Context: an optimization exercise on an open-source flow, tuned for small area. The choices shown serve that exercise and are no tape-out recipe.
The RTL was checked by simulation tests, not by an equivalence proof against the original design.
No activity file was given, so power comes from the tool's default toggle rates. The clock port is modelled as an ideal driver; clocking choices that lean on that would not hold on a real chip.

Setup of red:
==> flow/design.v <==
module mips_dmem_responder (
  input  logic        clk,
  input  logic        resetN,
  input  logic        req_valid,
  output logic        req_ready,
  input  logic        req_we,
  input  logic [31:0] req_addr,
  input  logic [31:0] req_wdata,
  input  logic [3:0]  req_be,
  output logic        resp_valid,
  input  logic        resp_ready,
  output logic [31:0] resp_rdata,
  output logic        resp_err
);
  localparam int N     = 64;    
  localparam int WSTEP = 4;     
  localparam int RSTEP = 3;     
  localparam int NW    = N / WSTEP;
  localparam int NR    = (N - 1) / RSTEP + 1;
  logic [1:0] ph;
  logic       idle;
  logic       waiting;
  logic       accept;
  assign idle       = (ph == 2'b00);
  assign waiting    = ph[0];
  assign req_ready  = idle;
  assign resp_valid = (ph == 2'b10);
  assign accept     = req_valid && idle;
  always_ff @(posedge clk or negedge resetN) begin
    if (!resetN) begin
      ph <= 2'b00;
    end else begin
      case (ph)
        2'b00:   ph <= accept ? 2'b01 : 2'b00;
        2'b01:   ph <= 2'b11;
        2'b11:   ph <= 2'b10;
        default: ph <= resp_ready ? 2'b00 : 2'b10;
      endcase
    end
  end
  logic [5:0] t;
  always_ff @(posedge clk or negedge resetN) begin
    if (!resetN) begin
      t <= 6'd0;
    end else begin
      t <= t + 6'd1;
    end
  end
  logic        req_err;
  logic        req_st;
  logic [31:0] req_wmask;
  assign req_err   = (req_addr[1:0] != 2'b00) || (req_addr[31:8] != 24'd0);
  assign req_st    = req_we && !req_err;
  assign req_wmask = {{8{req_be[3]}}, {8{req_be[2]}}, {8{req_be[1]}}, {8{req_be[0]}}};
  logic [5:0]  idx_q;
  logic [3:0]  be_q;
  logic        ld_q;      
  logic        err_q;
  logic        st_q;      
  logic [31:0] dat_q;     
  always_ff @(posedge clk) begin
    if (accept) begin
      idx_q <= req_addr[7:2];
      be_q  <= req_be;
      ld_q  <= !req_we && !req_err;
      err_q <= req_err;
    end
  end
  always_ff @(posedge clk or negedge resetN) begin
    if (!resetN) begin
      st_q <= 1'b0;
    end else if (accept) begin
      st_q <= req_st;
    end
  end
  assign resp_err   = err_q;
  assign resp_rdata = ld_q ? dat_q : 32'd0;
  logic [3:0] swept;
  always_ff @(posedge clk or negedge resetN) begin
    if (!resetN) begin
      swept <= 4'b0000;
    end else begin
      swept <= {swept[2:0], 1'b1};
    end
  end
  logic sweep;
  assign sweep = !swept[3];
  logic [N-1:0][31:0] rd;
  logic [N-1:0][31:0] rd_n;
  logic [5:0]    wpos;
  logic [NW-1:0] wen;
  assign wpos = idx_q + t;
  always_comb begin
    for (int k = 0; k < NW; k++) begin
      wen[k] = st_q && (wpos == 6'(k * WSTEP));
    end
  end
  logic [NW*4-1:0]        p_c1;
  logic [NW*4-1:0]        p_c2;
  logic [NW-1:0][31:0]    p_next;
  logic [31:0]            dat_n;
  assign dat_n = ~dat_q;
  for (genvar k = 0; k < NW; k++) begin : g_port
    for (genvar i = 0; i < 4; i++) begin : g_lane
      logic wr;
      assign wr = wen[k] && be_q[i];
      if (k % 2 == 0) begin : g_even
        assign p_c1[4*k + i] = wr;
        assign p_c2[4*k + i] = !wr && !sweep;
      end else begin : g_odd
        assign p_c1[4*k + i] = wr || sweep;
        assign p_c2[4*k + i] = !wr;
      end
    end
  end
  logic [NR-1:0] tsel;      
  logic [31:0]   rval;
  dmem_ring_ports #(.NP(NW), .NR(NR)) u_ports (
    .c1    (p_c1),
    .c2    (p_c2),
    .dat   (dat_q),
    .dat_n (dat_n),
    .rd    (rd),
    .tsel  (tsel),
    .tseln (~tsel),
    .next  (p_next),
    .rval  (rval)
  );
  for (genvar q = 0; q < N; q++) begin : g_pos
    if (q % WSTEP == 0) begin : g_port
      assign rd_n[q] = p_next[q / WSTEP];
    end else begin : g_shift
      assign rd_n[q] = rd[(q + N - 1) % N];
    end
  end
  always_ff @(posedge clk) begin
    rd <= rd_n;
  end
  logic [5:0]    ridx;
  logic [5:0]    rpos;
  logic [NR-1:0] rsel;
  logic          rhit;
  assign ridx = idle ? req_addr[7:2] : idx_q;
  assign rpos = ridx + t;
  always_comb begin
    rhit = 1'b0;
    for (int k = 0; k < NR; k++) begin
      rsel[k] = (rpos == 6'(k * RSTEP));
      rhit    = rhit || rsel[k];
      tsel[k] = rsel[k] && ((k * RSTEP) % WSTEP == 0 || swept[(k * RSTEP + N - 1) % WSTEP]);
    end
  end
  always_ff @(posedge clk) begin
    if (accept && req_we) begin
      dat_q <= req_wdata & req_wmask;
    end else if (rhit && (accept || (waiting && ld_q))) begin
      dat_q <= rval;
    end
  end
endmodule
module dmem_ring_ports #(
  parameter int NP = 16,
  parameter int NR = 22
) (
  input  logic [NP*4-1:0]     c1,
  input  logic [NP*4-1:0]     c2,
  input  logic [31:0]         dat,
  input  logic [31:0]         dat_n,
  input  logic [NP*4-1:0][31:0] rd,
  input  logic [NR-1:0]       tsel,
  input  logic [NR-1:0]       tseln,    
  output logic [NP-1:0][31:0] next,
  output logic [31:0]         rval
);
  localparam int N  = NP * 4;
  localparam int RS = 3;
  logic [N-1:0][31:0] rd_n;
  for (genvar k = 0; k < NP; k++) begin : g_port
    for (genvar i = 0; i < 4; i++) begin : g_lane
      if (k % 2 == 0) begin : g_even
        assign next[k][8*i +: 8] = ~((dat[8*i +: 8] & {8{c1[4*k + i]}})
                                   | (rd[(4*k + N - 1) % N][8*i +: 8] & {8{c2[4*k + i]}}));
      end else begin : g_odd
        assign next[k][8*i +: 8] = ~((rd[(4*k + N - 1) % N][8*i +: 8] | {8{c1[4*k + i]}})
                                   & (dat_n[8*i +: 8] | {8{c2[4*k + i]}}));
      end
    end
  end
  for (genvar q = 0; q < N; q++) begin : g_pos
    if (q % 4 == 0) begin : g_port
      assign rd_n[q] = next[q / 4];
    end else begin : g_shift
      assign rd_n[q] = rd[(q + N - 1) % N];
    end
  end
  always_comb begin
    rval = 32'd0;
    for (int k = 0; k < NR; k++) begin
      if (((k * RS) / 4) % 2 == 0) begin
        rval = rval | ~({32{tseln[k]}} | rd_n[k * RS]);
      end else begin
        rval = rval | ({32{tsel[k]}} & rd_n[k * RS]);
      end
    end
  end
endmodule
==> flow/config.mk <==
export PLATFORM = sky130hd
export DESIGN_NAME = mips_dmem_responder
export DESIGN_NICKNAME = mips_dmem_responder
export VERILOG_FILES = /design/flow/design.v
export SDC_FILE = /design/flow/constraint.sdc
export NUM_CORES = 4
export LEC_CHECK = 0
export CAP_MARGIN = 20
export CORE_MARGIN = 2
export CORE_UTILIZATION = 70
export PLACE_DENSITY = 0.8
export SLEW_MARGIN = 20
export SYNTH_HIERARCHICAL = 1
==> flow/constraint.sdc <==
create_clock -name core_clock -period 8.0 [get_ports {clk}]
set_input_delay 1.6000 -clock core_clock [delete_from_list [all_inputs] [get_ports {clk}]]
set_output_delay 1.6000 -clock core_clock [all_outputs]
set_load 0.01 [all_outputs]
standard.sh (not shown) runs the stock make flow with config.mk's settings and CLKGATE_MAP_FILE= SYNTH_SCRIPT=/design/flow/synth_recipe.tcl, a recipe that flattens the netlist after the stock synthesis.
==> flow/flow/run.sh <==
#!/bin/bash
# Layout flow: the standard ORFS flow (standard.sh), with two changes:
#  - clock tree synthesis without dummy loads, with larger sink clusters;
#  - port buffers of the smallest buffer cell (every port still gets one).
# make's full output goes to make_finish.log here; ORFS keeps each step's
# log under orfs/logs/.
set -euo pipefail
bash standard.sh finish \
  "CTS_ARGS=-sink_clustering_enable -repair_clock_nets -dont_use_dummy_load -sink_clustering_size 30 -sink_clustering_max_diameter 70" \
  "BUFFER_PORTS_ARGS=-buffer_cell sky130_fd_sc_hd__buf_1" \
  > make_finish.log 2>&1
Setup changes, red to blue
# red
export LEC_CHECK = 0
export CAP_MARGIN = 20
export CORE_MARGIN = 2
export CORE_UTILIZATION = 70
export PLACE_DENSITY = 0.8
export SLEW_MARGIN = 20
export SYNTH_HIERARCHICAL = 1
create_clock -name core_clock -period 8.0 [get_ports {clk}]
# blue
export LEC_CHECK = 0
export CAP_MARGIN = 5
export CORE_MARGIN = 2
export CORE_UTILIZATION = 70
export PLACE_DENSITY = 0.8
export SLEW_MARGIN = 5
export SYNTH_HIERARCHICAL = 1
create_clock -name core_clock -period 8.0 [get_ports {clk}]
==> results.txt <==
- The number of detailed-routing iterations run before antenna repair reported for blue is smaller than that of red by 2.
- Diff red -> blue | worst-case hold slack | decrease of 0.024 ns
- Per the comparison of blue with red, sum of met2 wire segment lengths after detailed routing went down, global-route wire length before repair shrank by 0.32%.
- red has lower fmax than blue.
- Diff red -> blue | final critical path time including I/O delays and setup | decrease of 0.20 ns
- Diff blue..red | number of buffer cells added on primary ports | unchanged
- The run showing the smaller depth of the critical timing path with buffers and inverters included is red.

## north
mips_dmem_responder, a different RTL version from the one above (not shown whole).
Size: roughly 4,100 cells after synthesis, ~2,200 flip-flops, about 110 I/O pins.
clock: 8.0 ns
lec_check: 0
cap_margin: 20
core_margin: 2
core_utilization: 70
cts_cluster_diameter: 100
cts_cluster_size: 30
place_density: 0.8
slew_margin: 20
run.sh (not shown) runs the stock make flow with config.mk's settings and CLKGATE_MAP_FILE= SYNTH_SCRIPT=/design/flow/synth_recipe.tcl, a recipe that flattens the netlist after the stock synthesis.
Stock flow here: none of the scripts above is used.
## Diff of input files: south against north
- a change of PLACE_DENSITY from 0.8 to 0.4
- a deleted CTS_CLUSTER_DIAMETER that had been 100
- a deleted CTS_CLUSTER_SIZE that had been 30
- a change of CORE_UTILIZATION from 70 to 30
Findings:
- Utilization down 41 points in south wrt north
- south vs north: total die area up by more than 100%
- Comparing sequential share of layout area for south and north, the smaller number came from south.
- NOTE average vias per placed instance north->south decreased by more than a quarter
- south against north: largest voltage drop on the vdd net saw a decrease; power saw an increase; fraction of standard cell area in multi-input logic saw a decrease.

## run a
mips_dmem_responder, a different RTL version from the one above (not shown whole).
Size: about 4500 cells after synthesis, ~2100 flip-flops, ~56000 sq um of cells after synthesis.
export LEC_CHECK = 0
export CAP_MARGIN = 20
export CORE_MARGIN = 2
export CORE_UTILIZATION = 70
export PLACE_DENSITY = 0.8
export SLEW_MARGIN = 20
create_clock -name core_clock -period 8.0 [get_ports {clk}]
standard.sh (not shown) runs the stock make flow with config.mk's settings and CLKGATE_MAP_FILE= SYNTH_SCRIPT=/design/flow/synth_recipe.tcl, a recipe that flattens the netlist after the stock synthesis.
Scripts as last shown in full above: flow/flow/run.sh
For run b, these inputs were changed with respect to run a:
-- flow/config.mk --
<<< run a, line 9
export CORE_MARGIN = 2
export CORE_UTILIZATION = 70
export PLACE_DENSITY = 0.8
export SLEW_MARGIN = 20
>>> run b, line 9
export CORE_MARGIN = 2
export CORE_UTILIZATION = 78
export PLACE_DENSITY = 0.86
export SLEW_MARGIN = 20
Findings:
Every stage of the flow completed for run b, and the final layout passed the timing, DRC and antenna checks. Looking at run a and run b, the final design instance area without fill is a wash. The cell at the slowest stage of the critical path comes out a21oi_4 in one run and and3_2 in the other, namely in run a and run b respectively. From run b to run a, count of buffers from port buffering did not move at all. Run b ended with less register-to-register slack than run a. From run a to run b the numbers moved as follows: number of hold violations in the final report stayed essentially flat, die area -8400 sq um. In terms of layout net count, run a and run b differ only marginally.

-- afterwards: timing with drivers on the ports --
The flow's constraints put no driver on any port. The routed layouts listed below were extracted and timed again, unchanged, in two steps.
Step 1, drivers: a clkbuf_16 drives clk and a buf_2 each remaining input, both assumed.
Step 2 moves the port delays by t, midway between the first and last clock arrival at a register: inputs arrive t later, outputs are due t later. That takes back most of the time a late clock gives input paths.
a / b / c = ideal / step 1 / step 2; a / b = the first two.
run | shift t [ns] | setup WS [ns] | worst setup path at the end | latest minus earliest clock arrival (ns) | worst register clock-pin slew, ns
red | 0.720 | 2.071 / 2.120 / 1.400 | input to register | 0.063 / 0.063 | 0.11 / 0.11
blue | 0.722 | 2.269 / 2.285 / 1.594 | input to register | 0.059 / 0.059 | 0.11 / 0.11
north | 0.758 | 1.910 / 1.956 / 1.198 | input to register | 0.040 / 0.039 | 0.12 / 0.12
south | 0.918 | 1.658 / 1.672 / 0.797 | input to register | 0.039 / 0.040 | 0.07 / 0.07
run a | 0.730 | 1.790 / 1.790 / 1.174 | input to register | 0.052 / 0.052 | 0.11 / 0.11
run b | 0.721 | 1.649 / 1.649 / 1.271 | input to register | 0.071 / 0.071 | 0.12 / 0.12
After both steps every run listed still meets setup and hold. The setup slack of south, which loses most, moves by +0.014 ns with the drivers and by -0.861 ns with both steps.
